Context: an optimization exercise on an open-source flow, tuned for small area, a short achievable clock period and few clock cycles. The choices shown serve that exercise and are no tape-out recipe.

==> inputs of run a <==
Design rational_arithmetic_unit, start of the top module:
module rational_arithmetic_unit
#(
	parameter int OPERAND_WIDTH = 32
) (
	input  logic                            clk,
	input  logic                            arst_n,
	input  logic                            in_valid,
	output logic                            in_stall,
	input  logic [2:0]                      operation,
	input  logic signed [OPERAND_WIDTH-1:0] a_num,
	input  logic signed [OPERAND_WIDTH-1:0] a_den,
	input  logic signed [OPERAND_WIDTH-1:0] b_num,
	input  logic signed [OPERAND_WIDTH-1:0] b_den,
	output logic                            out_valid,
	input  logic                            out_stall,
	output logic signed [OPERAND_WIDTH-1:0] res_num,
	output logic signed [OPERAND_WIDTH-1:0] res_den,
	output logic                            is_equal,
	output logic [1:0]                      status
);
export LEC_CHECK = 0
export CAP_MARGIN = 20
export CORE_MARGIN = 2
export CORE_UTILIZATION = 25
export PLACE_DENSITY = 0.45
export SLEW_MARGIN = 20
export SETUP_SLACK_MARGIN = 9.5
create_clock -name core_clock -period 15.0 [get_ports {clk}]
standard.sh (not shown) runs the stock make flow with config.mk's settings and CLKGATE_MAP_FILE= SYNTH_SCRIPT=/design/flow/synth_recipe.tcl, a recipe that flattens the netlist after the stock synthesis.
==> flow/flow/run.sh <==
#!/bin/bash
set -euo pipefail
MARGIN=$(cat flow/margin.txt)
printf 'export SETUP_SLACK_MARGIN = %s\n' "$MARGIN" >> config.mk
bash standard.sh > standard_flow.log 2>&1
==> flow/flow/margin.txt <==
9.5
==> run b: changes against run a <==
==> flow/run.sh (new file) <==
#!/bin/bash
# synth_recipe.tcl (not shown) runs the flow's synth.tcl, then flattens the netlist and writes it again
# the make line also repeats each setting of config.mk as NAME=value (left out here)
make -C /OpenROAD-flow-scripts/flow DESIGN_CONFIG=/design/flow/config.mk WORK_HOME=/design/flow/orfs CLKGATE_MAP_FILE= SYNTH_SCRIPT=/design/flow/synth_recipe.tcl finish
- SETUP_SLACK_MARGIN: 9.5 -> 5
removed: flow/flow/run.sh
removed: flow/flow/margin.txt
removed: flow/standard.sh
==> run c: changes against run a <==
--- a/flow/design.v
+++ b/flow/design.v
@@ -38,30 +38,30 @@
 );
 	logic st_idle, st_triv, st_mul1, st_comb, st_mul2, st_gcd, st_sum, st_fin;
 	logic stall_q, ov_q;
 	logic [2:0]  op_q;
 	logic [31:0] r0_q, r1_q, r2_q, r3_q;  
 	logic        zst_q;                  
-	logic [3:0]  cnt_q, t2_q;
+	logic [2:0]  cnt_q, t2_q;            
 	logic        first_q;                
-	logic [2:0]  du_q, dv_q;             
+	logic [5:0]  du_q, dv_q;             
 	logic        sn_q, rs_q, ovf_q, fovf_q, fnz_q;
 	logic        pv_q, pru_q, pgs_q;     
 	logic [2:0]  psh_q;
 	logic [63:0] u_q, v_q;
 	logic        eq_q;
 	logic [1:0]  st_q;
-	function automatic logic [3:0] top_digit(input logic [31:0] x);
-		if (x[31:3] == {29{x[31]}})       top_digit = 4'd1;
-		else if (x[31:7] == {25{x[31]}})  top_digit = 4'd3;
-		else if (x[31:15] == {17{x[31]}}) top_digit = 4'd7;
-		else if (x[31:23] == {9{x[31]}})  top_digit = 4'd11;
-		else                              top_digit = 4'd15;
+	function automatic logic [2:0] top_pair(input logic [31:0] x);
+		if (x[31:3] == {29{x[31]}})       top_pair = 3'd0;
+		else if (x[31:7] == {25{x[31]}})  top_pair = 3'd1;
+		else if (x[31:15] == {17{x[31]}}) top_pair = 3'd3;
+		else if (x[31:23] == {9{x[31]}})  top_pair = 3'd5;
+		else                              top_pair = 3'd7;
 	endfunction
-	function automatic logic [3:0] max4(input logic [3:0] a, input logic [3:0] b);
-		max4 = (a > b) ? a : b;
+	function automatic logic [2:0] max3(input logic [2:0] a, input logic [2:0] b);
+		max3 = (a > b) ? a : b;
 	endfunction
 	function automatic logic [2:0] ctz7(input logic [6:0] x);
 		integer i;
 		ctz7 = 3'd7;
 		for (i = 6; i >= 0; i = i - 1)
 			if (x[i]) ctz7 = i;
@@ -76,26 +76,33 @@
 			3'b011:         booth = 3'b010;
 			3'b100:         booth = 3'b110;
 			3'b101, 3'b110: booth = 3'b101;
 			default:        booth = 3'b000;
 		endcase
 	endfunction
+	function automatic logic [5:0] bpair(input logic [31:0] m, input logic [2:0] j,
+			input logic c);
+		logic [2:0] h, l;
+		h = booth(m, {j, 1'b1});
+		l = booth(m, {j, 1'b0});
+		bpair = {h[2] ^ c, h[1:0], l[2] ^ c, l[1:0]};
+	endfunction
 	logic is_add, is_sub, is_mul, is_neg, is_norm, is_eq;
 	always_comb begin
 		is_add  = (op_q == OP_ADD) || (op_q == OP_SUB);
 		is_sub  = (op_q == OP_SUB);
 		is_mul  = (op_q == OP_MUL);
 		is_neg  = (op_q == OP_NEG);
 		is_norm = (op_q == OP_NORM);
 		is_eq   = (op_q == OP_EQ);
 	end
 	logic        p_add, p_mul, p_div, p_neg, p_inv, p_norm, p_eq;
 	logic        p_zero, p_triv, p_novf;
-	logic [3:0]  p_tbn, p_tbd, p_t1;
+	logic [2:0]  p_tbn, p_tbd, p_t1;
 	logic [31:0] p_mplu, p_mplv;
-	logic [2:0]  p_du, p_dv;
+	logic [5:0]  p_du, p_dv;
 	always_comb begin
 		p_add  = (operation == OP_ADD) || (operation == OP_SUB);
 		p_mul  = (operation == OP_MUL);
 		p_div  = (operation == OP_DIV);
 		p_neg  = (operation == OP_NEG);
 		p_inv  = (operation == OP_INV);
@@ -103,53 +110,66 @@
 		p_eq   = (operation == OP_EQ);
 		p_zero = !p_eq && ((a_den == 32'd0) ||
 			((p_add || p_mul || p_div) && b_den == 32'd0) ||
 			(p_div && b_num == 32'd0) || (p_inv && a_num == 32'd0));
 		p_novf = p_neg && (a_num == 32'h8000_0000);
 		p_triv = p_zero || p_neg || p_inv || p_eq;
-		p_tbn  = top_digit(b_num);
-		p_tbd  = top_digit(b_den);
-		p_t1   = p_norm ? 4'd0 : max4(p_tbn, p_tbd);
+		p_tbn  = top_pair(b_num);
+		p_tbd  = top_pair(b_den);
+		p_t1   = p_norm ? 3'd0 : max3(p_tbn, p_tbd);
 		p_mplu = p_mul ? b_num : b_den;
 		p_mplv = p_mul ? b_den : b_num;
 		if (p_zero || p_eq || p_novf) begin
-			p_du = 3'b000;
-			p_dv = 3'b000;
+			p_du = 6'b000000;
+			p_dv = 6'b000000;
 		end else if (p_neg) begin
-			p_du = 3'b101;
-			p_dv = 3'b001;
+			p_du = 6'b000101;
+			p_dv = 6'b000001;
 		end else if (p_inv) begin
-			p_du = 3'b001;
-			p_dv = 3'b001;
+			p_du = 6'b000001;
+			p_dv = 6'b000001;
 		end else if (p_norm) begin
-			p_du = {a_num[31], 2'b01};
-			p_dv = {a_den[31], 2'b01};
+			p_du = {3'b000, a_num[31], 2'b01};
+			p_dv = {3'b000, a_den[31], 2'b01};
 		end else begin
-			p_du = booth(p_mplu, p_t1);
-			p_dv = booth(p_mplv, p_t1);
-			p_du[2] = p_du[2] ^ a_num[31] ^ p_mplu[31];
-			p_dv[2] = p_dv[2] ^ a_den[31] ^ p_mplv[31];
+			p_du = bpair(p_mplu, p_t1, a_num[31] ^ p_mplu[31]);
+			p_dv = bpair(p_mplv, p_t1, a_den[31] ^ p_mplv[31]);
 		end
 	end
 	logic        mm_u, mm_v, comb_add, s_un, s_vn;
-	logic [63:0] m_u, m_v, x_u, y_u, x_v, y_v;
+	logic [63:0] mh_u, ml_u, mh_v, ml_v, a_u, b_u, c_u, a_v, b_v, c_v;
+	logic [63:0] cs_u, cc_u, cs_v, cc_v, x_u, y_u, x_v, y_v;
 	logic [64:0] su, sv;
 	always_comb begin
 		mm_u = st_triv || st_mul1 || st_fin;
 		mm_v = st_triv || st_mul1 || st_mul2 || st_fin;
 		s_un = r0_q[31] ^ r3_q[31];
 		s_vn = r2_q[31] ^ r1_q[31] ^ is_sub;
 		comb_add = st_comb && (s_un == s_vn);
-		m_u = du_q[1] ? {{31{r0_q[31]}}, r0_q, 1'b0} :
+		mh_u = du_q[4] ? {{31{r0_q[31]}}, r0_q, 1'b0} :
+			du_q[3] ? {{32{r0_q[31]}}, r0_q} : 64'd0;
+		ml_u = du_q[1] ? {{31{r0_q[31]}}, r0_q, 1'b0} :
 			du_q[0] ? {{32{r0_q[31]}}, r0_q} : 64'd0;
-		m_v = dv_q[1] ? {{31{r1_q[31]}}, r1_q, 1'b0} :
+		mh_v = dv_q[4] ? {{31{r1_q[31]}}, r1_q, 1'b0} :
+			dv_q[3] ? {{32{r1_q[31]}}, r1_q} : 64'd0;
+		ml_v = dv_q[1] ? {{31{r1_q[31]}}, r1_q, 1'b0} :
 			dv_q[0] ? {{32{r1_q[31]}}, r1_q} : 64'd0;
-		x_u = first_q ? 64'd0 : mm_u ? {u_q[61:0], 2'b00} : u_q;
-		y_u = mm_u ? (m_u ^ {64{du_q[2]}}) : comb_add ? v_q : ~v_q;
-		x_v = first_q ? 64'd0 : mm_v ? {v_q[61:0], 2'b00} : v_q;
-		y_v = mm_v ? (m_v ^ {64{dv_q[2]}}) : ~u_q;
+		a_u = {first_q ? 60'd0 : u_q[59:0], 1'b0, du_q[5], 2'b00};
+		b_u = {mh_u[61:0] ^ {62{du_q[5]}}, 2'b00};
+		c_u = ml_u ^ {64{du_q[2]}};
+		a_v = {first_q ? 60'd0 : v_q[59:0], 1'b0, dv_q[5], 2'b00};
+		b_v = {mh_v[61:0] ^ {62{dv_q[5]}}, 2'b00};
+		c_v = ml_v ^ {64{dv_q[2]}};
+		cs_u = a_u ^ b_u ^ c_u;
+		cc_u = {(a_u[62:0] & b_u[62:0]) | (a_u[62:0] & c_u[62:0]) | (b_u[62:0] & c_u[62:0]), 1'b0};
+		cs_v = a_v ^ b_v ^ c_v;
+		cc_v = {(a_v[62:0] & b_v[62:0]) | (a_v[62:0] & c_v[62:0]) | (b_v[62:0] & c_v[62:0]), 1'b0};
+		x_u = mm_u ? cs_u : u_q;
+		y_u = mm_u ? cc_u : comb_add ? v_q : ~v_q;
+		x_v = mm_v ? cs_v : v_q;
+		y_v = mm_v ? cc_v : ~u_q;
 		su = {1'b0, x_u} + {1'b0, y_u} + {64'd0, mm_u ? du_q[2] : !comb_add};
 		sv = {1'b0, x_v} + {1'b0, y_v} + {64'd0, mm_v ? dv_q[2] : 1'b1};
 	end
 	logic        u_odd, v_odd, uv_eq, u_zero, borrow, gcd_done;
 	logic        both_even, u_ev, v_ev, g_sub, repl_u, repl_v;
 	logic [2:0]  sh, sh_u, sh_v;
@@ -165,19 +185,19 @@
 		u_ev   = !u_odd && v_odd;
 		v_ev   = u_odd && !v_odd;
 		g_sub  = u_odd && v_odd && !uv_eq;
 		repl_u = u_ev || (g_sub && !borrow);
 		repl_v = v_ev || (g_sub && borrow);
 		sh     = u_ev ? ctz7(u_q[6:0]) : v_ev ? ctz7(v_q[6:0]) : ctz7(su[6:0]);
-		sh_u   = !st_gcd ? 3'd0 : both_even ? 3'd1 : sh;
-		sh_v   = !st_gcd ? 3'd0 : both_even ? 3'd1 : sh;
-		src_u  = (st_comb && !comb_add && borrow) ? sv[63:0] :
-			(!st_gcd || g_sub) ? su[63:0] : u_q;
-		src_v  = (!st_gcd || g_sub) ? sv[63:0] : v_q;
-		nu     = src_u >> sh_u;
-		nv     = src_v >> sh_v;
+		sh_u   = both_even ? 3'd1 : sh;
+		sh_v   = both_even ? 3'd1 : sh;
+		src_u  = g_sub ? su[63:0] : u_q;
+		src_v  = g_sub ? sv[63:0] : v_q;
+		nu     = st_gcd ? (src_u >> sh_u) :
+			(st_comb && !comb_add && borrow) ? sv[63:0] : su[63:0];
+		nv     = st_gcd ? (src_v >> sh_v) : sv[63:0];
 	end
 	logic [31:0] x1, x2;
 	logic [39:0] sh1, sh2;
 	logic [32:0] sum1, sum2;
 	logic        c_ovf, f_ovf;
 	always_comb begin
@@ -191,14 +211,14 @@
 			(pgs_q && (sum1[32] || sum2[32]));
 		f_ovf = ovf_q || sum1[32] || sum2[32] || sum2[31] ||
 			(rs_q ? (sum1[31] && sum1[30:0] != 31'd0) : sum1[31]);
 	end
 	logic take, hold, init_cof, rs_new;
 	logic n_idle, n_triv, n_mul1, n_comb, n_mul2, n_gcd, n_sum, n_fin, n_ov;
-	logic [3:0] cnt_m1;
-	logic [2:0] dn_u, dn_v;
+	logic [2:0] cnt_m1;
+	logic [5:0] dn_u, dn_v;
 	assign take = in_valid && !stall_q;
 	assign hold = ov_q && out_stall;    
 	always_comb begin
 		n_idle = st_idle; n_triv = st_triv; n_mul1 = st_mul1; n_comb = st_comb;
 		n_mul2 = st_mul2; n_gcd = st_gcd; n_sum = st_sum; n_fin = st_fin;
 		init_cof = 1'b0;
@@ -206,23 +226,23 @@
 			n_triv = take && p_triv;
 			n_mul1 = take && !p_triv;
 			n_idle = !take;
 			n_fin  = 1'b0;
 		end
 		if (!hold) begin
-			if (st_mul1 && cnt_q == 4'd0) begin
+			if (st_mul1 && cnt_q == 3'd0) begin
 				n_mul1 = 1'b0;
 				n_comb = is_add;
 				n_gcd  = !is_add;
 				init_cof = !is_add;
 			end
 			if (st_comb) begin
 				n_comb = 1'b0;
 				n_mul2 = 1'b1;
 			end
-			if (st_mul2 && cnt_q == 4'd0) begin
+			if (st_mul2 && cnt_q == 3'd0) begin
 				n_mul2 = 1'b0;
 				n_gcd  = 1'b1;
 				init_cof = 1'b1;
 			end
 			if (st_gcd && gcd_done) begin
 				n_gcd = 1'b0;
@@ -237,28 +257,25 @@
 		rs_new = is_norm ? (r0_q[31] ^ r1_q[31]) :
 			is_add ? (sn_q ^ r1_q[31] ^ r3_q[31]) :
 			(r0_q[31] ^ r1_q[31] ^ r2_q[31] ^ r3_q[31]);
 	end
 	logic [31:0] mpl_u, mpl_v;
 	always_comb begin
-		cnt_m1 = cnt_q - 4'd1;
+		cnt_m1 = cnt_q - 3'd1;
 		mpl_u = is_mul ? r2_q : r3_q;
 		mpl_v = (st_mul1 && !is_mul) ? r2_q : r3_q;
-		dn_u = 3'b000;
-		dn_v = 3'b000;
+		dn_u = 6'b000000;
+		dn_v = 6'b000000;
 		if (st_mul1) begin
-			dn_u = booth(mpl_u, cnt_m1);
-			dn_v = booth(mpl_v, cnt_m1);
-			dn_u[2] = dn_u[2] ^ r0_q[31] ^ mpl_u[31];
-			dn_v[2] = dn_v[2] ^ r1_q[31] ^ mpl_v[31];
+			dn_u = bpair(mpl_u, cnt_m1, r0_q[31] ^ mpl_u[31]);
+			dn_v = bpair(mpl_v, cnt_m1, r1_q[31] ^ mpl_v[31]);
 		end else if (st_comb || st_mul2) begin
-			dn_v = booth(r3_q, st_comb ? cnt_q : cnt_m1);
-			dn_v[2] = dn_v[2] ^ r1_q[31] ^ r3_q[31];
+			dn_v = bpair(r3_q, st_comb ? cnt_q : cnt_m1, r1_q[31] ^ r3_q[31]);
 		end else if (st_sum) begin
-			dn_u = (f_ovf || fnz_q) ? 3'b000 : rs_q ? 3'b101 : 3'b001;
-			dn_v = f_ovf ? 3'b000 : 3'b001;
+			dn_u = (f_ovf || fnz_q) ? 6'b000000 : rs_q ? 6'b000101 : 6'b000001;
+			dn_v = f_ovf ? 6'b000000 : 6'b000001;
 		end
 	end
 	always_ff @(posedge clk or negedge arst_n) begin
 		if (!arst_n) begin
 			st_idle <= 1'b1;
 			st_triv <= 1'b0;
@@ -292,13 +309,13 @@
 				v_q <= nv;
 			end
 			if (st_triv || st_mul1 || st_fin)
 				u_q <= nu;
 			if (st_mul1 || st_mul2)
 				cnt_q <= cnt_m1;
-			if (st_mul1 && cnt_q == 4'd0)
+			if (st_mul1 && cnt_q == 3'd0)
 				cnt_q <= t2_q;
 			if (st_triv) begin
 				eq_q <= is_eq && (r0_q == r2_q) && (r1_q == r3_q);
 				st_q <= zst_q ? ST_ZERO : is_neg && r0_q == 32'h8000_0000 ? ST_OVF : ST_OK;
 			end
 			if (st_comb) begin
- TNS_END_PERCENT: unset -> 5
==> results_dict.tcl <==
set metrics [dict create \
    cts_made_buffers 45 \
    worst_ep_required_time_ns 15.37 \
    run_status "timing/DRC/antenna clean" \
    placed_cells 8628 \
    crit_start "b_den[31]" \
    via_per_inst 5.87 \
]
The numbers above come from run b.

==> results_dict.tcl <==
set metrics [dict create \
    via_per_inst 5.95 \
    run_status "timing/DRC/antenna clean" \
    crit_start "b_den[29]" \
    worst_ep_required_time_ns 15.44 \
    cts_made_buffers 44 \
    placed_cells 9801 \
]
The numbers above come from run c.

==> results_dict.tcl <==
set metrics [dict create \
    synth.avg_cell_area_um2 7.31 \
    placed_cells 8615 \
    synth_nets 6782 \
    postCtsHoldBufs 0 \
    worst_ep_required_time_ns 15.42 \
    cts_made_buffers 45 \
    globalRouteOverflowTotal 0 \
    via_per_inst 6.07 \
    run_status "timing/DRC/antenna clean" \
]
The numbers above come from run a.

Function was not checked in any run of this note: the RTL went through the layout flow alone.

-- port drivers added, routing unchanged --
The results above use ideal ports. As a check the final layouts listed here were re-extracted and re-timed, cells and wires unchanged. Step 1, drivers: a clkbuf_16 drives clk and a buf_2 each remaining input, both assumed. Step 2 also shifts input and output timing later by t, the mid clock arrival at the registers, as if the neighbouring blocks saw the same clock. Three values: no drivers, after step 1, after step 2; two values: the first two.
run	shift t [ns]	setup WS [ns]	hold slack, ns	worst register clock-pin slew, ns	worst data-port slew with drivers (ns)
run a	0.734	8.126 / 8.129 / 7.395	0.679 / 0.679 / 0.679	0.07 / 0.07	0.08
run b	0.733	6.615 / 6.651 / 5.929	0.579 / 0.579 / 0.579	0.08 / 0.08	0.10
run c	0.750	8.352 / 8.388 / 7.638	0.633 / 0.633 / 0.633	0.07 / 0.07	0.08
After both steps setup and hold are still met in every run listed. For run a, which loses most, drivers alone change the setup slack by +0.003 ns; drivers and shift together by -0.731 ns.
